Context: an optimization exercise on an open-source flow, tuned for small area, a short achievable clock period and few clock cycles per item. The choices shown serve that exercise and are no tape-out recipe. Only simulation tests tie the RTL to the original design; equivalence was not proved. Power and IR drop assume default switching activity.

--- flow/design.v ---
package cpu_pkg;
  localparam int data_w    = 16;
  localparam int reg_idx_w = 4;
  typedef enum logic [2:0] {
    op_arith  = 3'b000,
    op_cmpmul = 3'b001,
    op_load   = 3'b010,
    op_store  = 3'b011,
    op_beq    = 3'b100,
    op_jump   = 3'b101
  } opcode_t;
  localparam logic funct_add = 1'b0;
  localparam logic funct_sub = 1'b1;
  localparam logic funct_slt = 1'b0;
  localparam logic funct_mul = 1'b1;
  typedef struct packed {
    opcode_t              opcode;
    logic [reg_idx_w-1:0] rs;
    logic [reg_idx_w-1:0] rt;
    logic [reg_idx_w-1:0] rd;
    logic                 funct;
  } r_fmt_t;
  typedef struct packed {
    opcode_t              opcode;
    logic [reg_idx_w-1:0] rs;
    logic [reg_idx_w-1:0] rt;
    logic signed [4:0]    imm;
  } i_fmt_t;
  typedef struct packed {
    opcode_t     opcode;
    logic [11:0] target;
    logic        unused;
  } j_fmt_t;
  typedef union packed {
    r_fmt_t r_fmt;
    i_fmt_t i_fmt;
    j_fmt_t j_fmt;
  } instr_t;
  typedef enum logic [2:0] {
    st_fetch,
    st_decode,
    st_execute,
    st_memory,
    st_writeback
  } core_state_t;
  localparam logic region_instr = 1'b0;
  localparam logic region_data  = 1'b1;
endpackage
module mul16_cs (
  input  logic [15:0] a,
  input  logic [15:0] b,
  output logic [15:0] x,
  output logic [15:0] y
);
  logic bs1_1;
  logic bs2_2;
  logic bng_3;
  logic pp_4;
  logic pp_5;
  logic pp_6;
  logic pp_7;
  logic pp_8;
  logic pp_9;
  logic pp_10;
  logic pp_11;
  logic pp_12;
  logic pp_13;
  logic pp_14;
  logic pp_15;
  logic pp_16;
  logic pp_17;
  logic pp_18;
  logic pp_19;
  logic bs1_20;
  logic bs2_21;
  logic bng_22;
  logic pp_23;
  logic pp_24;
  logic pp_25;
  logic pp_26;
  logic pp_27;
  logic pp_28;
  logic pp_29;
  logic pp_30;
  logic pp_31;
  logic pp_32;
  logic pp_33;
  logic pp_34;
  logic pp_35;
  logic pp_36;
  logic bs1_37;
  logic bs2_38;
  logic bng_39;
  logic pp_40;
  logic pp_41;
  logic pp_42;
  logic pp_43;
  logic pp_44;
  logic pp_45;
  logic pp_46;
  logic pp_47;
  logic pp_48;
  logic pp_49;
  logic pp_50;
  logic pp_51;
  logic bs1_52;
  logic bs2_53;
  logic bng_54;
  logic pp_55;
  logic pp_56;
  logic pp_57;
  logic pp_58;
  logic pp_59;
  logic pp_60;
  logic pp_61;
  logic pp_62;
  logic pp_63;
  logic pp_64;
  logic bs1_65;
  logic bs2_66;
  logic bng_67;
  logic pp_68;
  logic pp_69;
  logic pp_70;
  logic pp_71;
  logic pp_72;
  logic pp_73;
  logic pp_74;
  logic pp_75;
  logic bs1_76;
  logic bs2_77;
  logic bng_78;
  logic pp_79;
  logic pp_80;
  logic pp_81;
  logic pp_82;
  logic pp_83;
  logic pp_84;
  logic bs1_85;
  logic bs2_86;
  logic bng_87;
  logic pp_88;
  logic pp_89;
  logic pp_90;
  logic pp_91;
  logic bs1_92;
  logic bs2_93;
  logic bng_94;
  logic pp_95;
  logic pp_96;
  logic s_97;
  logic c_98;
  logic s_99;
  logic c_100;
  logic s_101;
  logic c_102;
  logic s_103;
  logic c_104;
  logic s_105;
  logic c_106;
  logic s_107;
  logic c_108;
  logic s_109;
  logic c_110;
  logic s_111;
  logic c_112;
  logic s_113;
  logic c_114;
  logic s_115;
  logic c_116;
  logic s_117;
  logic c_118;
  logic s_119;
  logic c_120;
  logic s_121;
  logic c_122;
  logic s_123;
  logic c_124;
  logic s_125;
  logic c_126;
  logic s_127;
  logic c_128;
  logic s_129;
  logic c_130;
  logic s_131;
  logic c_132;
  logic s_133;
  logic c_134;
  logic s_135;
  logic c_136;
  logic s_137;
  logic c_138;
  logic s_139;
  logic c_140;
  logic s_141;
  logic c_142;
  logic s_143;
  logic c_144;
  logic s_145;
  logic c_146;
  logic s_147;
  logic c_148;
  logic s_149;
  logic c_150;
  logic s_151;
  logic c_152;
  logic s_153;
  logic c_154;
  logic s_155;
  logic c_156;
  logic s_157;
  logic c_158;
  logic s_159;
  logic c_160;
  logic s_161;
  logic c_162;
  logic s_163;
  logic c_164;
  logic s_165;
  logic c_166;
  logic s_167;
  logic c_168;
  logic s_169;
  logic c_170;
  logic s_171;
  logic c_172;
  logic s_173;
  logic c_174;
  logic s_175;
  logic c_176;
  logic s_177;
  logic c_178;
  logic s_179;
  logic c_180;
  logic s_181;
  logic c_182;
  logic s_183;
  logic c_184;
  logic s_185;
  logic c_186;
  logic s_187;
  logic c_188;
  logic s_189;
  logic c_190;
  logic s_191;
  logic c_192;
  logic s_193;
  logic c_194;
  logic s_195;
  logic c_196;
  logic s_197;
  logic c_198;
  logic s_199;
  logic c_200;
  logic s_201;
  logic c_202;
  logic s_203;
  logic c_204;
  logic s_205;
  logic c_206;
  logic s_207;
  logic c_208;
  assign bs1_1 = b[0] ^ 1'b0;
  assign bs2_2 = (b[1] & ~b[0] & ~1'b0) | (~b[1] & b[0] & 1'b0);
  assign bng_3 = b[1];
  assign pp_4 = ((bs1_1 & a[0]) | (bs2_2 & 1'b0)) ^ bng_3;
  assign pp_5 = ((bs1_1 & a[1]) | (bs2_2 & a[0])) ^ bng_3;
  assign pp_6 = ((bs1_1 & a[2]) | (bs2_2 & a[1])) ^ bng_3;
  assign pp_7 = ((bs1_1 & a[3]) | (bs2_2 & a[2])) ^ bng_3;
  assign pp_8 = ((bs1_1 & a[4]) | (bs2_2 & a[3])) ^ bng_3;
  assign pp_9 = ((bs1_1 & a[5]) | (bs2_2 & a[4])) ^ bng_3;
  assign pp_10 = ((bs1_1 & a[6]) | (bs2_2 & a[5])) ^ bng_3;
  assign pp_11 = ((bs1_1 & a[7]) | (bs2_2 & a[6])) ^ bng_3;
  assign pp_12 = ((bs1_1 & a[8]) | (bs2_2 & a[7])) ^ bng_3;
  assign pp_13 = ((bs1_1 & a[9]) | (bs2_2 & a[8])) ^ bng_3;
  assign pp_14 = ((bs1_1 & a[10]) | (bs2_2 & a[9])) ^ bng_3;
  assign pp_15 = ((bs1_1 & a[11]) | (bs2_2 & a[10])) ^ bng_3;
  assign pp_16 = ((bs1_1 & a[12]) | (bs2_2 & a[11])) ^ bng_3;
  assign pp_17 = ((bs1_1 & a[13]) | (bs2_2 & a[12])) ^ bng_3;
  assign pp_18 = ((bs1_1 & a[14]) | (bs2_2 & a[13])) ^ bng_3;
  assign pp_19 = ((bs1_1 & a[15]) | (bs2_2 & a[14])) ^ bng_3;
  assign bs1_20 = b[2] ^ b[1];
  assign bs2_21 = (b[3] & ~b[2] & ~b[1]) | (~b[3] & b[2] & b[1]);
  assign bng_22 = b[3];
  assign pp_23 = ((bs1_20 & a[0]) | (bs2_21 & 1'b0)) ^ bng_22;
  assign pp_24 = ((bs1_20 & a[1]) | (bs2_21 & a[0])) ^ bng_22;
  assign pp_25 = ((bs1_20 & a[2]) | (bs2_21 & a[1])) ^ bng_22;
  assign pp_26 = ((bs1_20 & a[3]) | (bs2_21 & a[2])) ^ bng_22;
  assign pp_27 = ((bs1_20 & a[4]) | (bs2_21 & a[3])) ^ bng_22;
  assign pp_28 = ((bs1_20 & a[5]) | (bs2_21 & a[4])) ^ bng_22;
  assign pp_29 = ((bs1_20 & a[6]) | (bs2_21 & a[5])) ^ bng_22;
  assign pp_30 = ((bs1_20 & a[7]) | (bs2_21 & a[6])) ^ bng_22;
  assign pp_31 = ((bs1_20 & a[8]) | (bs2_21 & a[7])) ^ bng_22;
  assign pp_32 = ((bs1_20 & a[9]) | (bs2_21 & a[8])) ^ bng_22;
  assign pp_33 = ((bs1_20 & a[10]) | (bs2_21 & a[9])) ^ bng_22;
  assign pp_34 = ((bs1_20 & a[11]) | (bs2_21 & a[10])) ^ bng_22;
  assign pp_35 = ((bs1_20 & a[12]) | (bs2_21 & a[11])) ^ bng_22;
  assign pp_36 = ((bs1_20 & a[13]) | (bs2_21 & a[12])) ^ bng_22;
  assign bs1_37 = b[4] ^ b[3];
  assign bs2_38 = (b[5] & ~b[4] & ~b[3]) | (~b[5] & b[4] & b[3]);
  assign bng_39 = b[5];
  assign pp_40 = ((bs1_37 & a[0]) | (bs2_38 & 1'b0)) ^ bng_39;
  assign pp_41 = ((bs1_37 & a[1]) | (bs2_38 & a[0])) ^ bng_39;
  assign pp_42 = ((bs1_37 & a[2]) | (bs2_38 & a[1])) ^ bng_39;
  assign pp_43 = ((bs1_37 & a[3]) | (bs2_38 & a[2])) ^ bng_39;
  assign pp_44 = ((bs1_37 & a[4]) | (bs2_38 & a[3])) ^ bng_39;
  assign pp_45 = ((bs1_37 & a[5]) | (bs2_38 & a[4])) ^ bng_39;
  assign pp_46 = ((bs1_37 & a[6]) | (bs2_38 & a[5])) ^ bng_39;
  assign pp_47 = ((bs1_37 & a[7]) | (bs2_38 & a[6])) ^ bng_39;
  assign pp_48 = ((bs1_37 & a[8]) | (bs2_38 & a[7])) ^ bng_39;
  assign pp_49 = ((bs1_37 & a[9]) | (bs2_38 & a[8])) ^ bng_39;
  assign pp_50 = ((bs1_37 & a[10]) | (bs2_38 & a[9])) ^ bng_39;
  assign pp_51 = ((bs1_37 & a[11]) | (bs2_38 & a[10])) ^ bng_39;
  assign bs1_52 = b[6] ^ b[5];
  assign bs2_53 = (b[7] & ~b[6] & ~b[5]) | (~b[7] & b[6] & b[5]);
  assign bng_54 = b[7];
  assign pp_55 = ((bs1_52 & a[0]) | (bs2_53 & 1'b0)) ^ bng_54;
  assign pp_56 = ((bs1_52 & a[1]) | (bs2_53 & a[0])) ^ bng_54;
  assign pp_57 = ((bs1_52 & a[2]) | (bs2_53 & a[1])) ^ bng_54;
  assign pp_58 = ((bs1_52 & a[3]) | (bs2_53 & a[2])) ^ bng_54;
  assign pp_59 = ((bs1_52 & a[4]) | (bs2_53 & a[3])) ^ bng_54;
  assign pp_60 = ((bs1_52 & a[5]) | (bs2_53 & a[4])) ^ bng_54;
  assign pp_61 = ((bs1_52 & a[6]) | (bs2_53 & a[5])) ^ bng_54;
  assign pp_62 = ((bs1_52 & a[7]) | (bs2_53 & a[6])) ^ bng_54;
  assign pp_63 = ((bs1_52 & a[8]) | (bs2_53 & a[7])) ^ bng_54;
  assign pp_64 = ((bs1_52 & a[9]) | (bs2_53 & a[8])) ^ bng_54;
  assign bs1_65 = b[8] ^ b[7];
  assign bs2_66 = (b[9] & ~b[8] & ~b[7]) | (~b[9] & b[8] & b[7]);
  assign bng_67 = b[9];
  assign pp_68 = ((bs1_65 & a[0]) | (bs2_66 & 1'b0)) ^ bng_67;
  assign pp_69 = ((bs1_65 & a[1]) | (bs2_66 & a[0])) ^ bng_67;
  assign pp_70 = ((bs1_65 & a[2]) | (bs2_66 & a[1])) ^ bng_67;
  assign pp_71 = ((bs1_65 & a[3]) | (bs2_66 & a[2])) ^ bng_67;
  assign pp_72 = ((bs1_65 & a[4]) | (bs2_66 & a[3])) ^ bng_67;
  assign pp_73 = ((bs1_65 & a[5]) | (bs2_66 & a[4])) ^ bng_67;
  assign pp_74 = ((bs1_65 & a[6]) | (bs2_66 & a[5])) ^ bng_67;
  assign pp_75 = ((bs1_65 & a[7]) | (bs2_66 & a[6])) ^ bng_67;
  assign bs1_76 = b[10] ^ b[9];
  assign bs2_77 = (b[11] & ~b[10] & ~b[9]) | (~b[11] & b[10] & b[9]);
  assign bng_78 = b[11];
  assign pp_79 = ((bs1_76 & a[0]) | (bs2_77 & 1'b0)) ^ bng_78;
  assign pp_80 = ((bs1_76 & a[1]) | (bs2_77 & a[0])) ^ bng_78;
  assign pp_81 = ((bs1_76 & a[2]) | (bs2_77 & a[1])) ^ bng_78;
  assign pp_82 = ((bs1_76 & a[3]) | (bs2_77 & a[2])) ^ bng_78;
  assign pp_83 = ((bs1_76 & a[4]) | (bs2_77 & a[3])) ^ bng_78;
  assign pp_84 = ((bs1_76 & a[5]) | (bs2_77 & a[4])) ^ bng_78;
  assign bs1_85 = b[12] ^ b[11];
  assign bs2_86 = (b[13] & ~b[12] & ~b[11]) | (~b[13] & b[12] & b[11]);
  assign bng_87 = b[13];
  assign pp_88 = ((bs1_85 & a[0]) | (bs2_86 & 1'b0)) ^ bng_87;
  assign pp_89 = ((bs1_85 & a[1]) | (bs2_86 & a[0])) ^ bng_87;
  assign pp_90 = ((bs1_85 & a[2]) | (bs2_86 & a[1])) ^ bng_87;
  assign pp_91 = ((bs1_85 & a[3]) | (bs2_86 & a[2])) ^ bng_87;
  assign bs1_92 = b[14] ^ b[13];
  assign bs2_93 = (b[15] & ~b[14] & ~b[13]) | (~b[15] & b[14] & b[13]);
  assign bng_94 = b[15];
  assign pp_95 = ((bs1_92 & a[0]) | (bs2_93 & 1'b0)) ^ bng_94;
  assign pp_96 = ((bs1_92 & a[1]) | (bs2_93 & a[0])) ^ bng_94;
  assign s_97 = pp_14 ^ pp_31;
  assign c_98 = pp_14 & pp_31;
  assign s_99 = pp_15 ^ pp_32;
  assign c_100 = pp_15 & pp_32;
  assign s_101 = pp_16 ^ pp_33 ^ pp_48;
  assign c_102 = (pp_16 & pp_33) | (pp_48 & (pp_16 ^ pp_33));
  assign s_103 = pp_61 ^ pp_72;
  assign c_104 = pp_61 & pp_72;
  assign s_105 = pp_17 ^ pp_34 ^ pp_49;
  assign c_106 = (pp_17 & pp_34) | (pp_49 & (pp_17 ^ pp_34));
  assign s_107 = pp_62 ^ pp_73;
  assign c_108 = pp_62 & pp_73;
  assign s_109 = pp_18 ^ pp_35 ^ pp_50;
  assign c_110 = (pp_18 & pp_35) | (pp_50 & (pp_18 ^ pp_35));
  assign s_111 = pp_63 ^ pp_74 ^ pp_83;
  assign c_112 = (pp_63 & pp_74) | (pp_83 & (pp_63 ^ pp_74));
  assign s_113 = pp_90 ^ pp_95;
  assign c_114 = pp_90 & pp_95;
  assign s_115 = pp_19 ^ pp_36 ^ pp_51;
  assign c_116 = (pp_19 & pp_36) | (pp_51 & (pp_19 ^ pp_36));
  assign s_117 = pp_64 ^ pp_75 ^ pp_84;
  assign c_118 = (pp_64 & pp_75) | (pp_84 & (pp_64 ^ pp_75));
  assign s_119 = pp_91 ^ pp_96;
  assign c_120 = pp_91 & pp_96;
  assign s_121 = pp_10 ^ pp_27;
  assign c_122 = pp_10 & pp_27;
  assign s_123 = pp_11 ^ pp_28;
  assign c_124 = pp_11 & pp_28;
  assign s_125 = pp_12 ^ pp_29 ^ pp_44;
  assign c_126 = (pp_12 & pp_29) | (pp_44 & (pp_12 ^ pp_29));
  assign s_127 = pp_57 ^ pp_68;
  assign c_128 = pp_57 & pp_68;
  assign s_129 = pp_13 ^ pp_30 ^ pp_45;
  assign c_130 = (pp_13 & pp_30) | (pp_45 & (pp_13 ^ pp_30));
  assign s_131 = pp_58 ^ pp_69;
  assign c_132 = pp_58 & pp_69;
  assign s_133 = pp_46 ^ pp_59 ^ pp_70;
  assign c_134 = (pp_46 & pp_59) | (pp_70 & (pp_46 ^ pp_59));
  assign s_135 = pp_79 ^ bng_78 ^ s_97;
  assign c_136 = (pp_79 & bng_78) | (s_97 & (pp_79 ^ bng_78));
  assign s_137 = pp_47 ^ pp_60 ^ pp_71;
  assign c_138 = (pp_47 & pp_60) | (pp_71 & (pp_47 ^ pp_60));
  assign s_139 = pp_80 ^ s_99 ^ c_98;
  assign c_140 = (pp_80 & s_99) | (c_98 & (pp_80 ^ s_99));
  assign s_141 = pp_81 ^ pp_88 ^ bng_87;
  assign c_142 = (pp_81 & pp_88) | (bng_87 & (pp_81 ^ pp_88));
  assign s_143 = s_101 ^ s_103 ^ c_100;
  assign c_144 = (s_101 & s_103) | (c_100 & (s_101 ^ s_103));
  assign s_145 = pp_82 ^ pp_89 ^ s_105;
  assign c_146 = (pp_82 & pp_89) | (s_105 & (pp_82 ^ pp_89));
  assign s_147 = s_107 ^ c_102 ^ c_104;
  assign c_148 = (s_107 & c_102) | (c_104 & (s_107 ^ c_102));
  assign s_149 = bng_94 ^ s_109 ^ s_111;
  assign c_150 = (bng_94 & s_109) | (s_111 & (bng_94 ^ s_109));
  assign s_151 = s_113 ^ c_106 ^ c_108;
  assign c_152 = (s_113 & c_106) | (c_108 & (s_113 ^ c_106));
  assign s_153 = s_115 ^ s_117 ^ s_119;
  assign c_154 = (s_115 & s_117) | (s_119 & (s_115 ^ s_117));
  assign s_155 = c_110 ^ c_112 ^ c_114;
  assign c_156 = (c_110 & c_112) | (c_114 & (c_110 ^ c_112));
  assign s_157 = pp_8 ^ pp_25;
  assign c_158 = pp_8 & pp_25;
  assign s_159 = pp_9 ^ pp_26;
  assign c_160 = pp_9 & pp_26;
  assign s_161 = pp_42 ^ pp_55 ^ bng_54;
  assign c_162 = (pp_42 & pp_55) | (bng_54 & (pp_42 ^ pp_55));
  assign s_163 = pp_43 ^ pp_56 ^ s_123;
  assign c_164 = (pp_43 & pp_56) | (s_123 & (pp_43 ^ pp_56));
  assign s_165 = bng_67 ^ s_125 ^ s_127;
  assign c_166 = (bng_67 & s_125) | (s_127 & (bng_67 ^ s_125));
  assign s_167 = s_129 ^ s_131 ^ c_126;
  assign c_168 = (s_129 & s_131) | (c_126 & (s_129 ^ s_131));
  assign s_169 = s_133 ^ s_135 ^ c_130;
  assign c_170 = (s_133 & s_135) | (c_130 & (s_133 ^ s_135));
  assign s_171 = s_137 ^ s_139 ^ c_134;
  assign c_172 = (s_137 & s_139) | (c_134 & (s_137 ^ s_139));
  assign s_173 = s_141 ^ s_143 ^ c_138;
  assign c_174 = (s_141 & s_143) | (c_138 & (s_141 ^ s_143));
  assign s_175 = s_145 ^ s_147 ^ c_142;
  assign c_176 = (s_145 & s_147) | (c_142 & (s_145 ^ s_147));
  assign s_177 = s_149 ^ s_151 ^ c_146;
  assign c_178 = (s_149 & s_151) | (c_146 & (s_149 ^ s_151));
  assign s_179 = s_153 ^ s_155 ^ c_150;
  assign c_180 = (s_153 & s_155) | (c_150 & (s_153 ^ s_155));
  assign s_181 = pp_6 ^ pp_23;
  assign c_182 = pp_6 & pp_23;
  assign s_183 = pp_7 ^ pp_24;
  assign c_184 = pp_7 & pp_24;
  assign s_185 = pp_40 ^ bng_39 ^ s_157;
  assign c_186 = (pp_40 & bng_39) | (s_157 & (pp_40 ^ bng_39));
  assign s_187 = pp_41 ^ s_159 ^ c_158;
  assign c_188 = (pp_41 & s_159) | (c_158 & (pp_41 ^ s_159));
  assign s_189 = s_121 ^ s_161 ^ c_160;
  assign c_190 = (s_121 & s_161) | (c_160 & (s_121 ^ s_161));
  assign s_191 = c_122 ^ s_163 ^ c_162;
  assign c_192 = (c_122 & s_163) | (c_162 & (c_122 ^ s_163));
  assign s_193 = c_124 ^ s_165 ^ c_164;
  assign c_194 = (c_124 & s_165) | (c_164 & (c_124 ^ s_165));
  assign s_195 = c_128 ^ s_167 ^ c_166;
  assign c_196 = (c_128 & s_167) | (c_166 & (c_128 ^ s_167));
  assign s_197 = c_132 ^ s_169 ^ c_168;
  assign c_198 = (c_132 & s_169) | (c_168 & (c_132 ^ s_169));
  assign s_199 = c_136 ^ s_171 ^ c_170;
  assign c_200 = (c_136 & s_171) | (c_170 & (c_136 ^ s_171));
  assign s_201 = c_140 ^ s_173 ^ c_172;
  assign c_202 = (c_140 & s_173) | (c_172 & (c_140 ^ s_173));
  assign s_203 = c_144 ^ s_175 ^ c_174;
  assign c_204 = (c_144 & s_175) | (c_174 & (c_144 ^ s_175));
  assign s_205 = c_148 ^ s_177 ^ c_176;
  assign c_206 = (c_148 & s_177) | (c_176 & (c_148 ^ s_177));
  assign s_207 = c_152 ^ s_179 ^ c_178;
  assign c_208 = (c_152 & s_179) | (c_178 & (c_152 ^ s_179));
  assign x = {s_207, s_205, s_203, s_201, s_199, s_197, s_195, s_193, s_191, s_189, s_187, s_185, s_183, bng_22, pp_5, pp_4};
  assign y = {c_206, c_204, c_202, c_200, c_198, c_196, c_194, c_192, c_190, c_188, c_186, c_184, c_182, s_181, 1'b0, bng_3};
endmodule
module cpu_top #(
  parameter int addr_w = 12
) (
  input  logic                       clk,
  input  logic                       rst_n,
  output logic                       io_stall,
  output logic                       mem_req,
  output logic                       mem_we,
  output logic [addr_w:0]            mem_addr,
  output logic [cpu_pkg::data_w-1:0] mem_wdata,
  input  logic                       mem_ack,
  input  logic [cpu_pkg::data_w-1:0] mem_rdata
);
  localparam int dw = cpu_pkg::data_w;
  logic              q_data;    
  logic              q_ld;      
  logic [addr_w-1:0] fa;        
  logic              ir_v;
  logic [15:0]       ir;
  logic              ir_jd;     
  logic              ir_f;      
  logic [dw-1:0]     op_a;      
  logic [dw-1:0]     op_b;      
  logic [15:0]       rv;        
  logic [dw-1:0]     t_a [0:15];    
  logic [dw-1:0]     t_b [0:15];
  logic [dw-1:0]     rd_a, rd_b;
  logic [2:0]        pend;      
  logic              m2;
  logic [3:0]        wb_rt;
  logic [dw-1:0]     cs_x, cs_y, cs_x_d, cs_y_d;
  logic [2:0]        op;
  logic [3:0]        rs, rt, rd;
  logic              is_load, is_store, is_mem, is_alu, is_mul, is_beq, is_jump;
  logic              uses_rs, uses_rt;
  logic              adv, f_busy, ld_busy, wbusy, hazard, ex, redir, arr, w_jump, w_beqs, w_wait;
  logic [addr_w-1:0] w_tgt;
  logic              nxt_data, nxt_none, nxt_fetch;
  logic [addr_w-1:0] beq_tgt, fetch_nx, fa_inc;
  logic [dw-1:0]     alu_out;
  logic              ld_wr, alu_wr, wr_en;
  logic [3:0]        wr_idx;
  logic [dw-1:0]     wr_data;
  logic [3:0]        idx_a, idx_b;
  logic [2:0]        n_ret;
  assign op       = ir[15:13];
  assign rs       = ir[12:9];
  assign rt       = ir[8:5];
  assign rd       = ir[4:1];
  assign is_load  = (op == 3'b010);
  assign is_store = (op == 3'b011);
  assign is_mem   = (op[2:1] == 2'b01);
  assign is_alu   = (op[2:1] == 2'b00);
  assign is_mul   = (op == 3'b001) && ir[0];
  assign is_beq   = (op == 3'b100);
  assign is_jump  = (op == 3'b101);
  assign uses_rs  = is_alu || is_mem || is_beq;
  assign uses_rt  = is_alu || is_store || is_beq;
  assign adv     = mem_ack || !mem_req;
  assign f_busy  = mem_req && !q_data;
  assign ld_busy = q_data && q_ld;
  assign wbusy  = ld_busy || m2;
  assign hazard = wbusy &&
                  (is_alu || (uses_rs && rs == wb_rt) || (uses_rt && rt == wb_rt));
  assign ex     = ir_v && !hazard;
  assign redir  = ex && !ir_jd && ((is_beq && op_a == op_b) || is_jump);
  assign arr    = mem_ack && f_busy && !redir;
  assign w_jump = (mem_rdata[15:13] == 3'b101);
  assign w_beqs = (mem_rdata[15:13] == 3'b100) && (mem_rdata[12:9] == mem_rdata[8:5]);
  assign w_tgt  = w_jump ? mem_rdata[12:1] : fa + addr_w'($signed(mem_rdata[4:0])) + addr_w'(1);
  assign w_wait = (mem_rdata[15:14] == 2'b00) ||
                  (mem_rdata[15] ^ mem_rdata[14]) && (mem_rdata[12:9] == rd) ||
                  ((mem_rdata[15:13] == 3'b011) || (mem_rdata[15:13] == 3'b100)) && (mem_rdata[8:5] == rd);
  always_comb begin
    case ({op[0], ir[0]})
      2'b00:   alu_out = op_a + op_b;
      2'b01:   alu_out = op_a - op_b;
      default: alu_out = {{(dw-1){1'b0}}, ($signed(op_a) < $signed(op_b))};
    endcase
  end
  mul16_cs u_mul (.a(op_a), .b(op_b), .x(cs_x_d), .y(cs_y_d));
  always_ff @(posedge clk) begin
    cs_x <= cs_x_d;
    cs_y <= cs_y_d;
  end
  assign ld_wr   = adv && ld_busy;
  assign alu_wr  = adv && ex && is_alu && !is_mul;
  assign wr_en   = ld_wr || m2 || alu_wr;
  assign wr_idx  = (ld_busy || m2) ? wb_rt : rd;
  assign wr_data = ld_busy ? mem_rdata : m2 ? (cs_x + cs_y) : alu_out;
  for (genvar i = 0; i < 16; i++) begin : g_rf
    logic [dw-1:0] q;
    always_ff @(posedge clk) begin
      if (wr_en && wr_idx == 4'(i)) q <= wr_data;
    end
    assign t_a[i] = q & {dw{rv[i] && idx_a == 4'(i)}};
    assign t_b[i] = q & {dw{rv[i] && idx_b == 4'(i)}};
  end
  always_ff @(posedge clk or negedge rst_n) begin
    if (!rst_n) begin
      rv <= '0;
    end else if (wr_en) begin
      rv[wr_idx] <= 1'b1;
    end
  end
  always_comb begin
    rd_a = '0;
    rd_b = '0;
    for (int i = 0; i < 16; i++) begin
      rd_a = rd_a | t_a[i];
      rd_b = rd_b | t_b[i];
    end
  end
  assign idx_a = (mem_ack && f_busy) ? mem_rdata[12:9] : rs;
  assign idx_b = (mem_ack && f_busy) ? mem_rdata[8:5]  : rt;
  always_ff @(posedge clk) begin
    op_a <= (wr_en && wr_idx == idx_a) ? wr_data : rd_a;
    op_b <= (wr_en && wr_idx == idx_b) ? wr_data : rd_b;
  end
  assign beq_tgt   = fa + addr_w'($signed(ir[4:0])) + addr_w'(!ir_f);
  assign fa_inc    = fa + addr_w'(1);
  assign nxt_data  = ex && is_mem;
  assign nxt_none  = ex && is_mul && mem_ack && f_busy && w_wait;
  assign nxt_fetch = !nxt_data && !nxt_none;
  assign fetch_nx  = redir ? (is_jump ? ir[12:1] : beq_tgt) :
                     (arr && (w_jump || w_beqs)) ? w_tgt : fa_inc;
  always_ff @(posedge clk or negedge rst_n) begin
    if (!rst_n) begin
      mem_req   <= 1'b0;
      q_data    <= 1'b0;
      fa        <= '1;
    end else if (adv) begin
      mem_req <= !nxt_none;
      q_data  <= nxt_data;
      if (nxt_fetch) begin
        fa <= fetch_nx;
      end
    end
  end
  always_ff @(posedge clk) begin
    if (adv) begin
      q_ld    <= nxt_data && is_load;
      mem_we  <= nxt_data && is_store;
      if (nxt_data) begin
        mem_addr  <= {1'b1, op_a[addr_w-1:0] + addr_w'($signed(ir[4:0]))};
        mem_wdata <= op_b;
      end else if (nxt_fetch) begin
        mem_addr  <= {1'b0, fetch_nx};
      end
    end
  end
  assign n_ret = 3'(adv && ex && !is_mem && !is_mul) + 3'(adv && q_data) + 3'(m2);
  always_ff @(posedge clk or negedge rst_n) begin
    if (!rst_n) begin
      ir_v  <= 1'b0;
      pend  <= '0;
      m2    <= 1'b0;
    end else begin
      pend <= pend - 3'(pend != 3'd0) + n_ret;
      m2   <= adv && ex && is_mul;
      if (adv) begin
        if (arr) begin
          ir_v <= 1'b1;
        end else if (ex) begin
          ir_v <= 1'b0;
        end
      end
    end
  end
  always_ff @(posedge clk) begin
    if (adv) begin
      if (nxt_data && is_load) wb_rt <= rt;
      if (ex && is_mul)        wb_rt <= rd;
      if (arr) begin
        ir    <= mem_rdata;
        ir_jd <= (w_jump || w_beqs) && nxt_fetch;
        ir_f  <= nxt_fetch;
      end else begin
        ir_f  <= ir_f || nxt_fetch;
      end
    end
  end
  assign io_stall = (pend == 3'd0);
endmodule
--- flow/run.sh ---
#!/bin/bash
# synth_recipe.tcl (not shown) runs the flow's synth.tcl, then flattens the netlist and writes it again
# the make line also repeats each setting of config.mk as NAME=value (left out here)
make -C /OpenROAD-flow-scripts/flow DESIGN_CONFIG=/design/flow/config.mk WORK_HOME=/design/flow/orfs CLKGATE_MAP_FILE= SYNTH_SCRIPT=/design/flow/synth_recipe.tcl finish
--- flow/config.mk ---
export PLATFORM = sky130hd
export DESIGN_NAME = cpu_top
export DESIGN_NICKNAME = cpu_top
export VERILOG_FILES = /design/flow/design.v
export SDC_FILE = /design/flow/constraint.sdc
export NUM_CORES = 4
export LEC_CHECK = 0
export CAP_MARGIN = 20
export CORE_MARGIN = 2
export CORE_UTILIZATION = 40
export SETUP_SLACK_MARGIN = 4.0
export SLEW_MARGIN = 20
--- flow/constraint.sdc ---
create_clock -name core_clock -period 8.0 [get_ports {clk}]
set_input_delay 1.6000 -clock core_clock [delete_from_list [all_inputs] [get_ports {clk}]]
set_output_delay 1.6000 -clock core_clock [all_outputs]
set_load 0.01 [all_outputs]
==> results.ini, run 1 <==
[final_layout]
area_growth_syn_to_layout_pct = 14.4
finalNetCount = 2626
final_layout_size_suffix_gt1_frac = 0.130
antenna_cells = 0
layout.cells.non_filler = 3341

[clock_tree]
clock_tree.htree_level_count = 2
clock_tree.root_cell = clkbuf_16
insertion_delay_ns = 0.61
clk_transition_reported_paths_ns = 0.06
cts_num_sinks = 407
cts_inserted_buffers = 47
cts_tree = done
ctsHoldBuffers = 0
clk_path_buf_depth = 3

[routing]
routedWlPerCell_um = 27.9
detail_route.wirelength.met1_um = 36800
detailroute.wirelength.met3_um = 10000
number_of_drc_markers_in_iteration_0 = 2651
pre_repair_dr_iteration_count = 9
detail-route-antenna-nets = 0
number_of_design_rule_violations_left_after_detail_routing = 0
dr_wl_met2_um = 41400
postRouteWirelength_um = 93300
vias = 21500
via_per_inst = 6.44
highest-signal-layer = met5

[timing]
tightestPinTransition_ns = 1.06
setup_viol_count_final = 0
max_freq_mhz = 251
timing.final.crit_share = 0.498
timing.setup.tns_ns = 0
period_minus_slack_ns = 3.98
drv_slew = 0
setup_repair_after_global_routing_missed_its_margin = false
fin_hold_ws_ns = 0.497
finalClockSkew_ns = 0.0162
finalHoldViolations = 0
worst_slew_margin_rel = 0.292

[grt]
via_count_of_the_first_global_routing_pass = 20600
grt_first_pass_wirelength_um = 136000
grt-ovfl-total = 0
grt_usage = 0.284
antenna_found_initial = 2
grt_start_max_net_pins = 61

[synthesis]
synth_most_common_cell = edfxtp_1
ys_seq_elements = 407
net_count_after_synthesis = 2594
synth-warning-count = 3
syn_area_sq_um = 25100
synthCells = 2434
synth_ff_type = edfxtp_1
synth-edff-count = 309
ys_top_cells_by_area = edfxtp_1 (37%), a22oi_1 (6.4%), ha_1 (5.0%)
synth_sequential_area_ratio = 0.456
ys_top_cells_by_count = edfxtp_1 (309), a22oi_1 (215), nand2_1 (185), nor2_1 (157), a21oi_1 (137)
post_synth_num_cell_types = 89
synth.top_cell.area_share = 0.370
async_reset_ff_frac = 0.0860
yosys.area.top_type = edfxtp_1
synthesis.area_per_instance_sq_um = 10.3

[setup_path]
timing.critical_path.arrival_ns = 4.51
timing.reg2reg.worst_path_depth = 10
crit-reg2reg-launch = op_b[6]
crit_path_start = mem_rdata[8]
crit_buf_inv = 2
critPathCaptureType = flop
worst_setup_path_start_kind = input pin
crit_family = simple AND/OR/NAND/NOR gates
critical_path_required_ns = 8.53
timing.critical_path.slowest_stage_cell = clkdlybuf4s50_1
reg2reg_to = g_rf[13].q[7]
max_stage_delay_ns = 0.70
worst-path-max-fanout = 12
type_of_the_setup_path_with_the_least_slack = in2reg
r2r_slack_ns = 4.05
cp_common_cell = nor4_1
crit_path_cell_trace = clkdlybuf4s50_1 > mux2_2 > nor4_1 > buf_4 > and2_2 > a22oi_1 > nand4_1 > nor4_1 > a21oi_1

[placement]
post-place-cells = 3230
routability_congestion_estimate = 0.948
i_o_buffers = 50
dp_hpwl_um = 59900

[job]
max_cap_violations = 0

[power_and_ir_drop]
leakagePower_nw = 10.7
power_per_cell_area_nw_per_um2 = 349
design_power_total_mw = 10.0
vdd_ir_drop_max_mv = 0.163

[floorplan]
die-area_sq_um = 64700
floorplan.die.width_um = 254
boundaryPins = 51
placeableCoreArea_sq_um = 61800
die-height_um = 254
floorplan.initialDensity = 0.405
floorplan.rows = 91

[min_path]
worst_hold_startpoint = ir_v
hold_depth = 1
min_to = ir_v
hp-class = reg2reg

[outcome]
outcome = finished clean

[report_power, final]
group	leakage, nW	switching, mW	internal, mW
registers	3.78	0.341	2.86
logic	6.25	2.90	1.85
clock network	0.714	0.908	1.15
[per-layer routing]
| metal | vias up | GRT usage |
|---|---|---|
| met5 | - | 0 |
| met2 | 1366 | 0.448 |
| met1 | 10500 | 0.371 |
| li1 | 9286 | - |
| met4 | 2 | 0.131 |
| met3 | 355 | 0.0648 |
[per-stage QoR]
step | area [sq um] | util | setup slack [ns]
after floorplan | 25100 | - | 4.01
after global placement | 26500 | 0.429 | 2.55
after detailed placement | 26500 | 0.429 | 2.48
after CTS | 28400 | 0.459 | 3.91
after global routing | 28700 | 0.463 | 3.98
final | 28700 | 0.463 | 4.02
[placed cells by master, fill, tap and decap left out, types with 13 or more instances in the layout]
| cell | count |
|---|---|
| edfxtp_1 | 309 |
| a22oi_1 | 215 |
| nand2_1 | 183 |
| nor2_1 | 140 |
| a21oi_1 | 132 |
| inv_1 | 114 |
| o21ai_0 | 110 |
| ha_1 | 100 |
| xnor2_1 | 83 |
| buf_4 | 73 |
| xor2_1 | 53 |
| nand3_1 | 52 |
| dfxtp_1 | 51 |
| clkbuf_16 | 50 |
| clkdlybuf4s50_1 | 43 |
| a21o_1 | 39 |
| fa_1 | 39 |
| and3_1 | 34 |
| mux2_2 | 34 |
| nor3_1 | 33 |
| a211oi_1 | 31 |
| nand4_1 | 29 |
| mux2i_1 | 27 |
| o211ai_1 | 27 |
| a221oi_1 | 26 |
| dfrtp_1 | 23 |
| or3_1 | 21 |
| a22o_1 | 21 |
| nor4_1 | 20 |
| o22ai_1 | 16 |
| nor2_2 | 16 |
| a31oi_1 | 15 |
| nand2b_1 | 14 |
| and4_1 | 14 |
| o21a_1 | 13 |
[worst max path at each step]
stage	end	slack (ns)	depth (start not counted)
after floorplan	cs_x[15]	4.01	16
after global placement	op_b[13]	2.55	9
after detailed placement	op_b[13]	2.48	9
after CTS	op_b[13]	3.91	9
after global routing	g_rf[4].q[15]	3.98	11
final	op_b[9]	4.02	9
[flip-flops by register name, indices dropped and copies added (netlist names)]
signal / count
cs_x: 16
cs_y: 15
fa: 12
g_rf.q: 256
ir: 16
ir_f: 1
ir_jd: 1
ir_v: 1
m2: 1
mem_addr: 13
mem_req: 1
mem_wdata: 16
mem_we: 1
op_a: 16
op_b: 16
pend: 3
q_data: 1
q_ld: 1
rv: 16
wb_rt: 4
[cell type report]
| class | count | area [sq um] |
|---|---|---|
| Clock inverter | 23 | 165 |
| Inverter | 125 | 487 |
| Sequential cell | 407 | 11500 |
| Tap cell | 837 | 1050 |
| Timing Repair Buffer | 137 | 1340 |
| Fill cell | 5693 | 33200 |
| Clock buffer | 64 | 1300 |
| Multi-Input combinational cell | 1748 | 12900 |
[kinds of logic (layout without fill, tap and decap cells)]
| logic type | after synthesis | in the layout | share of synthesized area |
|---|---|---|---|
| flip-flops | 407 | 407 | 0.456 |
| adder cells (fa/ha/maj) | 148 | 148 | 0.0852 |
| XOR/XNOR | 136 | 136 | 0.0475 |
| buffers and inverters | 280 | 349 | 0.0455 |
| AND/OR/NAND/NOR | 628 | 629 | 0.123 |
| AO/OA/AOI/OAI | 768 | 768 | 0.212 |
| multiplexers | 67 | 67 | 0.0300 |
[worst register-to-register path: stages (launching register included)]
cell,delay (ns)
dfxtp_1,0.37
buf_4,0.31
clkinvlp_4,0.31
ha_1,0.31
or3_1,0.36
nor3_1,0.33
nor2_1,0.11
xnor2_1,0.14
o311ai_0,0.14
o22ai_1,0.73
inv_1,0.47
[timing repair]
item,in CTS,in global routing
endpoints found under the hold margin,0,0
buffers inserted,10,10
pin swaps,5,5
endpoints found under the setup margin,201,132
cloned,1,3
gates resized for setup,69,49
Testbench counts, summed over its fixed seeds: cycles 33,391, instrs 24,000.
==> run 2, diff against run 1 <==
--- a/flow/design.v
+++ b/flow/design.v
@@ -495,5 +495,5 @@
   logic [dw-1:0]     op_a;      
   logic [dw-1:0]     op_b;      
-  logic [15:0]       rv;        
+  logic [15:0]       zr;        
   logic [dw-1:0]     t_a [0:15];    
   logic [dw-1:0]     t_b [0:15];
@@ -507,4 +507,6 @@
   logic              is_load, is_store, is_mem, is_alu, is_mul, is_beq, is_jump;
   logic              uses_rs, uses_rt;
+  logic [3:0]        w_rs, w_rt;
+  logic              w_pnd;
   logic              adv, f_busy, ld_busy, wbusy, hazard, ex, redir, arr, w_jump, w_beqs, w_wait;
   logic [addr_w-1:0] w_tgt;
@@ -515,4 +517,5 @@
   logic [3:0]        wr_idx;
   logic [dw-1:0]     wr_data;
+  logic              a_eq_b, alu_zero, wr_zero;
   logic [3:0]        idx_a, idx_b;
   logic [2:0]        n_ret;
@@ -537,8 +540,14 @@
                   (is_alu || (uses_rs && rs == wb_rt) || (uses_rt && rt == wb_rt));
   assign ex     = ir_v && !hazard;
-  assign redir  = ex && !ir_jd && ((is_beq && op_a == op_b) || is_jump);
+  assign redir  = ex && !ir_jd && ((is_beq && a_eq_b) || is_jump);
   assign arr    = mem_ack && f_busy && !redir;
   assign w_jump = (mem_rdata[15:13] == 3'b101);
-  assign w_beqs = (mem_rdata[15:13] == 3'b100) && (mem_rdata[12:9] == mem_rdata[8:5]);
+  assign w_rs   = mem_rdata[12:9];
+  assign w_rt   = mem_rdata[8:5];
+  assign w_pnd  = (m2 && (wb_rt == w_rs || wb_rt == w_rt)) ||
+                  (ir_v && is_alu && (rd == w_rs || rd == w_rt)) ||
+                  (ir_v && is_load && (rt == w_rs || rt == w_rt));
+  assign w_beqs = (mem_rdata[15:13] == 3'b100) &&
+                  ((w_rs == w_rt) || (zr[w_rs] && zr[w_rt] && !w_pnd));
   assign w_tgt  = w_jump ? mem_rdata[12:1] : fa + addr_w'($signed(mem_rdata[4:0])) + addr_w'(1);
   assign w_wait = (mem_rdata[15:14] == 2'b00) ||
@@ -562,4 +571,13 @@
   assign wr_idx  = (ld_busy || m2) ? wb_rt : rd;
   assign wr_data = ld_busy ? mem_rdata : m2 ? (cs_x + cs_y) : alu_out;
+  assign a_eq_b = (op_a == op_b);
+  always_comb begin
+    case ({op[0], ir[0]})
+      2'b00:   alu_zero = 1'b0;
+      2'b01:   alu_zero = a_eq_b;
+      default: alu_zero = !($signed(op_a) < $signed(op_b));
+    endcase
+  end
+  assign wr_zero = ld_busy ? (mem_rdata == '0) : !m2 && alu_zero;
   for (genvar i = 0; i < 16; i++) begin : g_rf
     logic [dw-1:0] q;
@@ -567,12 +585,12 @@
       if (wr_en && wr_idx == 4'(i)) q <= wr_data;
     end
-    assign t_a[i] = q & {dw{rv[i] && idx_a == 4'(i)}};
-    assign t_b[i] = q & {dw{rv[i] && idx_b == 4'(i)}};
+    assign t_a[i] = q & {dw{!zr[i] && idx_a == 4'(i)}};
+    assign t_b[i] = q & {dw{!zr[i] && idx_b == 4'(i)}};
   end
   always_ff @(posedge clk or negedge rst_n) begin
     if (!rst_n) begin
-      rv <= '0;
+      zr <= '1;
     end else if (wr_en) begin
-      rv[wr_idx] <= 1'b1;
+      zr[wr_idx] <= wr_zero;
     end
   end
--- a/flow/config.mk
+++ b/flow/config.mk
@@ -9,4 +9,4 @@
 export CORE_MARGIN = 2
 export CORE_UTILIZATION = 40
-export SETUP_SLACK_MARGIN = 4.0
+export SETUP_SLACK_MARGIN = 4.5
 export SLEW_MARGIN = 20
==> run 2 against run 1 <==
Still clean on timing, DRC and antenna. Synthesized cell count is 3.2% higher. Wire length is 7.6% higher. First-iteration DRC count is 20% higher. Largest cell class unchanged. Largest power group unchanged.
==> results.ini, run 2 <==
[outcome]
outcome = finished clean

[clock_tree]
ctsHoldBuffers = 0
cts_inserted_buffers = 46
clock_tree.root_cell = clkbuf_16
clk_transition_reported_paths_ns = 0.06
cts_tree = done
insertion_delay_ns = 0.63
clock_tree.htree_level_count = 2
cts_num_sinks = 407
clk_path_buf_depth = 3

[timing]
finalClockSkew_ns = 0.0296
worst_slew_margin_rel = 0.261
setup_viol_count_final = 0
timing.setup.tns_ns = 0
period_minus_slack_ns = 3.65
setup_repair_after_global_routing_missed_its_margin = true
max_freq_mhz = 274
timing.final.crit_share = 0.456
tightestPinTransition_ns = 1.10
finalHoldViolations = 0
drv_slew = 0

[floorplan]
floorplan.die.width_um = 260
floorplan.initialDensity = 0.406
floorplan.rows = 93
die-area_sq_um = 67700
die-height_um = 260
boundaryPins = 51
placeableCoreArea_sq_um = 64700

[synthesis]
async_reset_ff_frac = 0.0860
ys_top_cells_by_count = edfxtp_1 (309), nand2_1 (220), a22oi_1 (160), nor2_1 (136), a21oi_1 (120)
synth.top_cell.area_share = 0.353
ys_top_cells_by_area = edfxtp_1 (35%), ha_1 (4.8%), dfxtp_1 (4.8%)
ys_seq_elements = 407
post_synth_num_cell_types = 107
yosys.area.top_type = edfxtp_1
net_count_after_synthesis = 2672
syn_area_sq_um = 26300
synthCells = 2512
synth-warning-count = 3
synth_most_common_cell = edfxtp_1
synth_sequential_area_ratio = 0.436
synth_ff_type = edfxtp_1
synthesis.area_per_instance_sq_um = 10.5
synth-edff-count = 309

[grt]
grt_usage = 0.291
antenna_found_initial = 2
globalRoute.busiestLayer = met2
groute.layer.met2.usage = 0.458
routing_usage_on_met3 = 0.0666
grt_first_pass_wirelength_um = 147000
grt-ovfl-total = 0
gr-usage-met1 = 0.372
grt_start_max_net_pins = 38
via_count_of_the_first_global_routing_pass = 22900

[setup_path]
critical_path_required_ns = 8.54
timing.critical_path.arrival_ns = 4.19
critPathCaptureType = flop
endpoint = cs_x[15]
r2r_slack_ns = 4.35
crit-reg2reg-launch = op_b[1]
worst-path-max-fanout = 17
timing.reg2reg.worst_path_depth = 14
worst_setup_path_start_kind = flop
crit_path_start = op_b[1]
reg2reg_to = cs_x[15]
type_of_the_setup_path_with_the_least_slack = reg2reg

[routing]
postRouteWirelength_um = 100000
routedWlPerCell_um = 28.2
number_of_drc_markers_in_iteration_0 = 3183
via_per_inst = 6.58
pre_repair_dr_iteration_count = 8
number_of_design_rule_violations_left_after_detail_routing = 0
detail-route-antenna-nets = 0
vias = 23400

[final_layout]
max_reg_flops = 256
mostFrequentLayoutCell = edfxtp_1
postLayoutCellArea_sq_um = 32100
final_layout_size_suffix_gt1_frac = 0.224
area_growth_syn_to_layout_pct = 22.3
antenna_cells = 0
biggest_register = g_rf.q
top_library_cells_by_usage_in_the_layout_fill_and_taps_aside = edfxtp_1 (309), nand2_1 (214), a22oi_1 (159)
finalNetCount = 2821

[min_path]
hold_depth = 2
hp-class = reg2reg

[placement]
dp_hpwl_um = 60900
i_o_buffers = 50
routability_congestion_estimate = 0.955
placed_cell_area_sq_um = 27800

[job]
max_cap_violations = 0

[power_and_ir_drop]
vdd_ir_drop_max_mv = 0.207
leakagePower_nw = 11.6
power_per_cell_area_nw_per_um2 = 347

run 2: worst min path at each step:
stage / from / endpoint / slack, ns
detailed placement: fa[11] / fa[11] / 0.54
global route: fa[11] / fa[11] / 0.58
global placement: fa[11] / fa[11] / 0.54
CTS: fa[11] / fa[11] / 0.55
floorplan: op_b[3] / cs_x[2] / 0.37
finish: fa[11] / fa[11] / 0.55
run 2: logic make-up after synthesis:
family	synth area share
multiplexers	0.0382
XOR/XNOR	0.0470
AND/OR/NAND/NOR	0.132
flip-flops	0.436
AO/OA/AOI/OAI	0.211
adder cells (fa/ha/maj)	0.0889
buffers and inverters	0.0464
run 2: per-stage QoR:
step | instances | setup WS (ns) | utilization | total power, mW | hold slack (ns)
3_5_place_dp | 3326 | 2.70 | 0.430 | 8.01 | 0.544
5_1_grt | 3554 | 4.20 | 0.497 | 11.8 | 0.577
6_report | 3554 | 4.35 | 0.497 | 11.1 | 0.551
3_3_place_gp | 3326 | 2.79 | 0.430 | 7.93 | 0.541
4_1_cts | 3519 | 4.32 | 0.486 | 10.8 | 0.549
2_1_floorplan | 2512 | 4.33 | - | 6.60 | 0.372
run 2: metal layers:
layer / vias up / wire length, um
met2: 1656 / 44900
met3: 435 / 11300
met5: - / 10
li1: 9932 / -
met4: 2 / 5780
met1: 11400 / 38400
run 2: area by class of cell:
class | instances | area (sq um)
Sequential cell | 407 | 11500
Timing Repair Buffer | 270 | 2960
Clock inverter | 23 | 317
Clock buffer | 63 | 1320
Tap cell | 855 | 1070
Inverter | 114 | 488
Fill cell | 5713 | 32600
Multi-Input combinational cell | 1822 | 14500
run 2: critical path: stages, from the launching register on:
cell	delay [ns]
dfxtp_4	0.39
buf_12	0.16
maj3_1	0.35
o22ai_1	0.15
a21oi_1	0.08
fa_1	0.53
fa_1	0.51
inv_2	0.04
fa_2	0.40
xor2_2	0.16
xnor2_1	0.13
xnor2_1	0.14
xnor2_1	0.23
xnor2_1	0.16
xnor2_1	0.13
run 2: what timing repair did:
item,in CTS,in global routing
gates resized for setup,217,100
pin swaps,47,37
buffers inserted,91,34
cloned,16,1
setup endpoints to repair,584,240
run 2: power by group:
group | total [mW] | leakage, nW | internal [mW] | switching, mW
combinational | 5.67 | 7.08 | 2.41 | 3.26
clock | 2.28 | 0.788 | 1.36 | 0.924
sequential | 3.18 | 3.75 | 2.84 | 0.345
Testbench counts of run 2, summed over its fixed seeds: cycles 32,621, instrs 24,000.
==> run 3, diff against run 2 <==
--- a/flow/design.v
+++ b/flow/design.v
@@ -51,5 +51,6 @@
   input  logic [15:0] b,
   output logic [15:0] x,
-  output logic [15:0] y
+  output logic [15:0] y,
+  output logic [15:0] z
 );
   logic bs1_1;
@@ -233,32 +234,4 @@
   logic s_179;
   logic c_180;
-  logic s_181;
-  logic c_182;
-  logic s_183;
-  logic c_184;
-  logic s_185;
-  logic c_186;
-  logic s_187;
-  logic c_188;
-  logic s_189;
-  logic c_190;
-  logic s_191;
-  logic c_192;
-  logic s_193;
-  logic c_194;
-  logic s_195;
-  logic c_196;
-  logic s_197;
-  logic c_198;
-  logic s_199;
-  logic c_200;
-  logic s_201;
-  logic c_202;
-  logic s_203;
-  logic c_204;
-  logic s_205;
-  logic c_206;
-  logic s_207;
-  logic c_208;
   assign bs1_1 = b[0] ^ 1'b0;
   assign bs2_2 = (b[1] & ~b[0] & ~1'b0) | (~b[1] & b[0] & 1'b0);
@@ -441,34 +414,7 @@
   assign s_179 = s_153 ^ s_155 ^ c_150;
   assign c_180 = (s_153 & s_155) | (c_150 & (s_153 ^ s_155));
-  assign s_181 = pp_6 ^ pp_23;
-  assign c_182 = pp_6 & pp_23;
-  assign s_183 = pp_7 ^ pp_24;
-  assign c_184 = pp_7 & pp_24;
-  assign s_185 = pp_40 ^ bng_39 ^ s_157;
-  assign c_186 = (pp_40 & bng_39) | (s_157 & (pp_40 ^ bng_39));
-  assign s_187 = pp_41 ^ s_159 ^ c_158;
-  assign c_188 = (pp_41 & s_159) | (c_158 & (pp_41 ^ s_159));
-  assign s_189 = s_121 ^ s_161 ^ c_160;
-  assign c_190 = (s_121 & s_161) | (c_160 & (s_121 ^ s_161));
-  assign s_191 = c_122 ^ s_163 ^ c_162;
-  assign c_192 = (c_122 & s_163) | (c_162 & (c_122 ^ s_163));
-  assign s_193 = c_124 ^ s_165 ^ c_164;
-  assign c_194 = (c_124 & s_165) | (c_164 & (c_124 ^ s_165));
-  assign s_195 = c_128 ^ s_167 ^ c_166;
-  assign c_196 = (c_128 & s_167) | (c_166 & (c_128 ^ s_167));
-  assign s_197 = c_132 ^ s_169 ^ c_168;
-  assign c_198 = (c_132 & s_169) | (c_168 & (c_132 ^ s_169));
-  assign s_199 = c_136 ^ s_171 ^ c_170;
-  assign c_200 = (c_136 & s_171) | (c_170 & (c_136 ^ s_171));
-  assign s_201 = c_140 ^ s_173 ^ c_172;
-  assign c_202 = (c_140 & s_173) | (c_172 & (c_140 ^ s_173));
-  assign s_203 = c_144 ^ s_175 ^ c_174;
-  assign c_204 = (c_144 & s_175) | (c_174 & (c_144 ^ s_175));
-  assign s_205 = c_148 ^ s_177 ^ c_176;
-  assign c_206 = (c_148 & s_177) | (c_176 & (c_148 ^ s_177));
-  assign s_207 = c_152 ^ s_179 ^ c_178;
-  assign c_208 = (c_152 & s_179) | (c_178 & (c_152 ^ s_179));
-  assign x = {s_207, s_205, s_203, s_201, s_199, s_197, s_195, s_193, s_191, s_189, s_187, s_185, s_183, bng_22, pp_5, pp_4};
-  assign y = {c_206, c_204, c_202, c_200, c_198, c_196, c_194, c_192, c_190, c_188, c_186, c_184, c_182, s_181, 1'b0, bng_3};
+  assign x = {c_152, c_148, c_144, c_140, c_136, c_132, c_128, c_124, c_122, s_121, pp_41, pp_40, pp_7, pp_6, pp_5, pp_4};
+  assign y = {s_179, s_177, s_175, s_173, s_171, s_169, s_167, s_165, s_163, s_161, s_159, bng_39, pp_24, pp_23, 1'b0, bng_3};
+  assign z = {c_178, c_176, c_174, c_172, c_170, c_168, c_166, c_164, c_162, c_160, c_158, s_157, 1'b0, bng_22, 1'b0, 1'b0};
 endmodule
 module cpu_top #(
@@ -495,5 +441,5 @@
   logic [dw-1:0]     op_a;      
   logic [dw-1:0]     op_b;      
-  logic [15:0]       zr;        
+  logic [15:0]       rv;        
   logic [dw-1:0]     t_a [0:15];    
   logic [dw-1:0]     t_b [0:15];
@@ -502,11 +448,10 @@
   logic              m2;
   logic [3:0]        wb_rt;
-  logic [dw-1:0]     cs_x, cs_y, cs_x_d, cs_y_d;
+  logic [dw-1:0]     cs_x, cs_y, cs_z, cs_x_d, cs_y_d, cs_z_d;
+  logic [dw-1:0]     cs_s, cs_c;
   logic [2:0]        op;
   logic [3:0]        rs, rt, rd;
   logic              is_load, is_store, is_mem, is_alu, is_mul, is_beq, is_jump;
   logic              uses_rs, uses_rt;
-  logic [3:0]        w_rs, w_rt;
-  logic              w_pnd;
   logic              adv, f_busy, ld_busy, wbusy, hazard, ex, redir, arr, w_jump, w_beqs, w_wait;
   logic [addr_w-1:0] w_tgt;
@@ -517,7 +462,7 @@
   logic [3:0]        wr_idx;
   logic [dw-1:0]     wr_data;
-  logic              a_eq_b, alu_zero, wr_zero;
   logic [3:0]        idx_a, idx_b;
-  logic [2:0]        n_ret;
+  logic              r_e, r_d, r_one, r_two;
+  logic [2:0]        p_dec;
   assign op       = ir[15:13];
   assign rs       = ir[12:9];
@@ -540,14 +485,8 @@
                   (is_alu || (uses_rs && rs == wb_rt) || (uses_rt && rt == wb_rt));
   assign ex     = ir_v && !hazard;
-  assign redir  = ex && !ir_jd && ((is_beq && a_eq_b) || is_jump);
+  assign redir  = ex && !ir_jd && ((is_beq && op_a == op_b) || is_jump);
   assign arr    = mem_ack && f_busy && !redir;
   assign w_jump = (mem_rdata[15:13] == 3'b101);
-  assign w_rs   = mem_rdata[12:9];
-  assign w_rt   = mem_rdata[8:5];
-  assign w_pnd  = (m2 && (wb_rt == w_rs || wb_rt == w_rt)) ||
-                  (ir_v && is_alu && (rd == w_rs || rd == w_rt)) ||
-                  (ir_v && is_load && (rt == w_rs || rt == w_rt));
-  assign w_beqs = (mem_rdata[15:13] == 3'b100) &&
-                  ((w_rs == w_rt) || (zr[w_rs] && zr[w_rt] && !w_pnd));
+  assign w_beqs = (mem_rdata[15:13] == 3'b100) && (mem_rdata[12:9] == mem_rdata[8:5]);
   assign w_tgt  = w_jump ? mem_rdata[12:1] : fa + addr_w'($signed(mem_rdata[4:0])) + addr_w'(1);
   assign w_wait = (mem_rdata[15:14] == 2'b00) ||
@@ -561,23 +500,17 @@
     endcase
   end
-  mul16_cs u_mul (.a(op_a), .b(op_b), .x(cs_x_d), .y(cs_y_d));
+  mul16_cs u_mul (.a(op_a), .b(op_b), .x(cs_x_d), .y(cs_y_d), .z(cs_z_d));
   always_ff @(posedge clk) begin
     cs_x <= cs_x_d;
     cs_y <= cs_y_d;
+    cs_z <= cs_z_d;
   end
+  assign cs_s = cs_x ^ cs_y ^ cs_z;
+  assign cs_c = {(cs_x[dw-2:0] & cs_y[dw-2:0]) | (cs_z[dw-2:0] & (cs_x[dw-2:0] ^ cs_y[dw-2:0])), 1'b0};
   assign ld_wr   = adv && ld_busy;
   assign alu_wr  = adv && ex && is_alu && !is_mul;
   assign wr_en   = ld_wr || m2 || alu_wr;
   assign wr_idx  = (ld_busy || m2) ? wb_rt : rd;
-  assign wr_data = ld_busy ? mem_rdata : m2 ? (cs_x + cs_y) : alu_out;
-  assign a_eq_b = (op_a == op_b);
-  always_comb begin
-    case ({op[0], ir[0]})
-      2'b00:   alu_zero = 1'b0;
-      2'b01:   alu_zero = a_eq_b;
-      default: alu_zero = !($signed(op_a) < $signed(op_b));
-    endcase
-  end
-  assign wr_zero = ld_busy ? (mem_rdata == '0) : !m2 && alu_zero;
+  assign wr_data = ld_busy ? mem_rdata : m2 ? (cs_s + cs_c) : alu_out;
   for (genvar i = 0; i < 16; i++) begin : g_rf
     logic [dw-1:0] q;
@@ -585,12 +518,12 @@
       if (wr_en && wr_idx == 4'(i)) q <= wr_data;
     end
-    assign t_a[i] = q & {dw{!zr[i] && idx_a == 4'(i)}};
-    assign t_b[i] = q & {dw{!zr[i] && idx_b == 4'(i)}};
+    assign t_a[i] = q & {dw{rv[i] && idx_a == 4'(i)}};
+    assign t_b[i] = q & {dw{rv[i] && idx_b == 4'(i)}};
   end
   always_ff @(posedge clk or negedge rst_n) begin
     if (!rst_n) begin
-      zr <= '1;
+      rv <= '0;
     end else if (wr_en) begin
-      zr[wr_idx] <= wr_zero;
+      rv[wr_idx] <= 1'b1;
     end
   end
@@ -641,5 +574,9 @@
     end
   end
-  assign n_ret = 3'(adv && ex && !is_mem && !is_mul) + 3'(adv && q_data) + 3'(m2);
+  assign r_e   = adv && ex && !is_mem && !is_mul;
+  assign r_d   = adv && q_data;
+  assign r_one = r_e || r_d || m2;
+  assign r_two = (r_e && r_d) || (r_e && m2) || (r_d && m2);
+  assign p_dec = pend - 3'(pend != 3'd0);
   always_ff @(posedge clk or negedge rst_n) begin
     if (!rst_n) begin
@@ -648,5 +585,5 @@
       m2    <= 1'b0;
     end else begin
-      pend <= pend - 3'(pend != 3'd0) + n_ret;
+      pend <= r_two ? p_dec + 3'd2 : r_one ? p_dec + 3'd1 : p_dec;
       m2   <= adv && ex && is_mul;
       if (adv) begin
==> run 3 against run 2 <==
Design area down 7.5%. Via count is 9.6% lower. Largest cell class unchanged. Total power shrank 9.1%. Synthesized cell count decreased by 4.1%. Core utilization shrank 2.5 points. Still clean on timing, DRC and antenna. Sequential share of layout area increased by 3.6 points. Maximum frequency rose by 3.7%. Highest routed layer is now met4. Non-clock buffer count fell by 113. Clock power barely moved. Die area is 3.0% lower. Critical endpoint is now g_rf[2].q[13]. Combinational power down 19%.
==> results.ini, run 3 <==
[timing]
timing.final.crit_share = 0.440
finalClockSkew_ns = 0.0211
worst_slew_margin_rel = 0.237
period_minus_slack_ns = 3.52
tightestPinTransition_ns = 1.13
finalHoldViolations = 0
setup_repair_after_global_routing_missed_its_margin = true
drv_slew = 0
timing.setup.tns_ns = 0
setup_viol_count_final = 0
max_freq_mhz = 284
final.setup.worst_slack_ns = 4.48

[power_and_ir_drop]
leakagePower_nw = 10.9
switching_share = 0.395
seq_power_share = 0.319
power.combinational.fraction = 0.456
power_switching_mw = 3.99
power.internal_mw = 6.12
power_per_cell_area_nw_per_um2 = 341
pwr-share-clk = 0.225
vdd_ir_drop_max_mv = 0.252

[setup_path]
max_stage_delay_ns = 0.50
type_of_the_setup_path_with_the_least_slack = reg2reg
worst_setup_path_start_kind = flop
crit_path_cell_trace = fa_1 > ha_1 > o21a_1 > a2111oi_4 > o311ai_4 > o41ai_4 > buf_4 > xnor2_1 > and2_4 > nor2_2 > a21oi_4 > buf_12
crit-reg2reg-launch = cs_x[4]
critical_path_required_ns = 8.46
r2r_slack_ns = 4.48
timing.reg2reg.worst_path_depth = 12
crit_family = compound AO/OA/AOI/OAI gates
crit_buf_inv = 2
reg2reg_to = g_rf[2].q[13]
critPathCaptureType = flop
timing.critical_path.arrival_ns = 3.98
worst-path-max-fanout = 16
timing.critical_path.slowest_stage_cell = fa_1

[synthesis]
synth_xor_area_frac = 0.0431
synthCells = 2410
synth_ff_type = edfxtp_1
ys_top_cells_by_count = edfxtp_1 (309), nand2_1 (206), nor2_1 (144), a21oi_1 (119), a22oi_1 (110)
synth-warning-count = 3
synth-edff-count = 309
async_reset_ff_frac = 0.0833
ys_seq_elements = 420
ys_top_cells_by_area = edfxtp_1 (36%), dfxtp_1 (6.0%), ha_1 (4.9%)
synth.top_cell.area_share = 0.364
post_synth_mux_area_share = 0.0326
yosys.area_share.adder = 0.0881
synthSimpleGateAreaFrac = 0.132
yosys.area.top_type = edfxtp_1
synthesis.area_per_instance_sq_um = 10.6
post_synth_num_cell_types = 92
synth_most_common_cell = edfxtp_1
compound_cell_area_share_of_the_yosys_netlist = 0.203
syn_area_sq_um = 25500
net_count_after_synthesis = 2569
synth_top_family_by_area = compound AO/OA/AOI/OAI gates
synth_sequential_area_ratio = 0.459

[final_layout]
n_fill_cell = 5645
biggest_register = g_rf.q
finalNetCount = 2610
antenna_cells = 0
final_layout_size_suffix_gt1_frac = 0.169
area_growth_syn_to_layout_pct = 16.7
layout.cells.non_filler = 3334
mostFrequentLayoutCell = edfxtp_1
top_library_cells_by_usage_in_the_layout_fill_and_taps_aside = edfxtp_1 (309), nand2_1 (204), nor2_1 (122)
max_reg_flops = 256

[routing]
routedWlPerCell_um = 26.7
via_per_inst = 6.34
number_of_design_rule_violations_left_after_detail_routing = 0
pre_repair_dr_iteration_count = 8
number_of_drc_markers_in_iteration_0 = 2529
vias = 21100
postRouteWirelength_um = 89200
detail-route-antenna-nets = 0

[clock_tree]
clock_tree.htree_level_count = 2
insertion_delay_ns = 0.61
ctsHoldBuffers = 0
clk_path_buf_depth = 3
cts_inserted_buffers = 48
clock_tree.root_cell = clkbuf_16
cts_tree = done
clk_transition_reported_paths_ns = 0.06
cts_num_sinks = 420

[grt]
via_count_of_the_first_global_routing_pass = 20700
antenna_found_initial = 2
grt_start_max_net_pins = 83
grt_usage = 0.265
grt-ovfl-total = 0
grt_first_pass_wirelength_um = 132000

[min_path]
min_to = rv[9]
hold_depth = 2
hp-class = reg2reg
worst_hold_startpoint = rv[9]

[outcome]
outcome = finished clean

[floorplan]
floorplan.rows = 92
placeableCoreArea_sq_um = 63000
die-height_um = 256
floorplan.initialDensity = 0.404
floorplan.die.width_um = 256
boundaryPins = 51
die-area_sq_um = 65700

[placement]
post-place-cells = 3204
routability_congestion_estimate = 0.942
dp_hpwl_um = 56100
pre_cts_slack_ns = 2.63
i_o_buffers = 50

[job]
max_cap_violations = 0

run 3: logic make-up (layout without fill, tap and decap cells):
logic type,after synthesis,after routing
adders and majority gates,159,159
muxes,72,72
AOI/OAI and AO/OA,718,718
buffers and inverters,255,332
DFF,420,420
and+or+nand+nor,664,665
xor gates and xnor gates,122,122
run 3: layout make-up:
cell class,instances,area (sq um),area share
Tap cell,846,1060,0.0356
Clock inverter,23,299,0.0101
Timing Repair Buffer,157,1580,0.0533
Sequential cell,420,11700,0.394
Inverter,87,353,0.0119
Clock buffer,64,1310,0.0442
Timing Repair inverter,1,7.51,0.000253
Multi-Input combinational cell,1736,13400,0.451
run 3: power by group through the flow:
stage | clock, mW | combinational [mW] | sequential, mW
finish | 2.28 | 4.61 | 3.23
global route | 2.40 | 5.08 | 3.25
floorplan | 0 | 3.12 | 3.11
detailed placement | 0 | 4.27 | 3.25
CTS | 2.31 | 4.38 | 3.21
global placement | 0 | 4.16 | 3.25
run 3: what timing repair did:
action,4_1_cts,5_1_grt
setup endpoints to repair,461,271
cloned,1,2
buffers inserted,20,20
gates resized for setup,117,120
hold endpoints to repair,0,0
pin swaps,15,31
run 3: worst max path at each step:
stage	from	to	slack, ns	cells after the start
after floorplan	mem_rdata[0]	mem_addr[6]	4.36	12
after global placement	mem_ack	op_b[11]	2.75	9
after detailed placement	mem_ack	op_b[11]	2.63	9
after CTS	mem_rdata[9]	op_a[6]	4.43	10
after global routing	cs_x[4]	g_rf[2].q[13]	4.38	12
final	cs_x[4]	g_rf[2].q[13]	4.48	12
run 3: metrics by stage:
step / hold WS (ns) / instance area (sq um) / util / total power, mW
floorplan: 0.363 / 25600 / - / 6.23
global placement: 0.485 / 26900 / 0.427 / 7.41
detailed placement: 0.487 / 26900 / 0.428 / 7.52
CTS: 0.510 / 29000 / 0.461 / 9.91
global route: 0.535 / 29700 / 0.472 / 10.7
finish: 0.509 / 29700 / 0.472 / 10.1
run 3: tightest hold or removal path, delay by kind of cell, from the launching register on:
kind / cells / cell delay (ns)
buffers and inverters: 1 / 0.08
and+or+nand+nor: 1 / 0.06
DFF: 1 / 0.34
run 3: metal layers:
metal | routed length (um) | up-vias | track usage
met5 | 0 | - | 0
met4 | 4630 | 0 | 0.124
met3 | 9180 | 346 | 0.0586
met2 | 40000 | 1291 | 0.418
met1 | 35300 | 10200 | 0.346
li1 | - | 9243 | -
Testbench counts of run 3, summed over its fixed seeds: cycles 33,391, instrs 24,000.

what the ideal ports hide:
How much do the figures lean on ideal ports? The routed layouts below were timed once more, with nothing changed but the port constraints.
Step 1 sets driving cells, clkbuf_16 on the clock port and buf_2 on the other inputs (assumed; they add their load-dependent delay and slew).
Step 2 moves the port delays by t, midway between the first and last clock arrival at a register: inputs arrive t later, outputs are due t later. That takes back most of the time a late clock gives input paths.
Slacks: no drivers / after step 1 / after step 2; pairs: no drivers / after step 1.
run	t, ns	slack for setup (ns)	latest minus earliest clock arrival (ns)	cell pins on the clock port's net
run 1	0.661	4.019 / 4.047 / 3.394	0.018 / 0.017	1
run 2	0.676	4.350 / 4.350 / 3.846	0.030 / 0.030	1
run 3	0.657	4.479 / 4.479 / 3.886	0.021 / 0.021	1
After both steps every run listed still meets setup and hold. For run 1, which loses most, drivers alone change the setup slack by +0.028 ns; drivers and shift together by -0.625 ns.
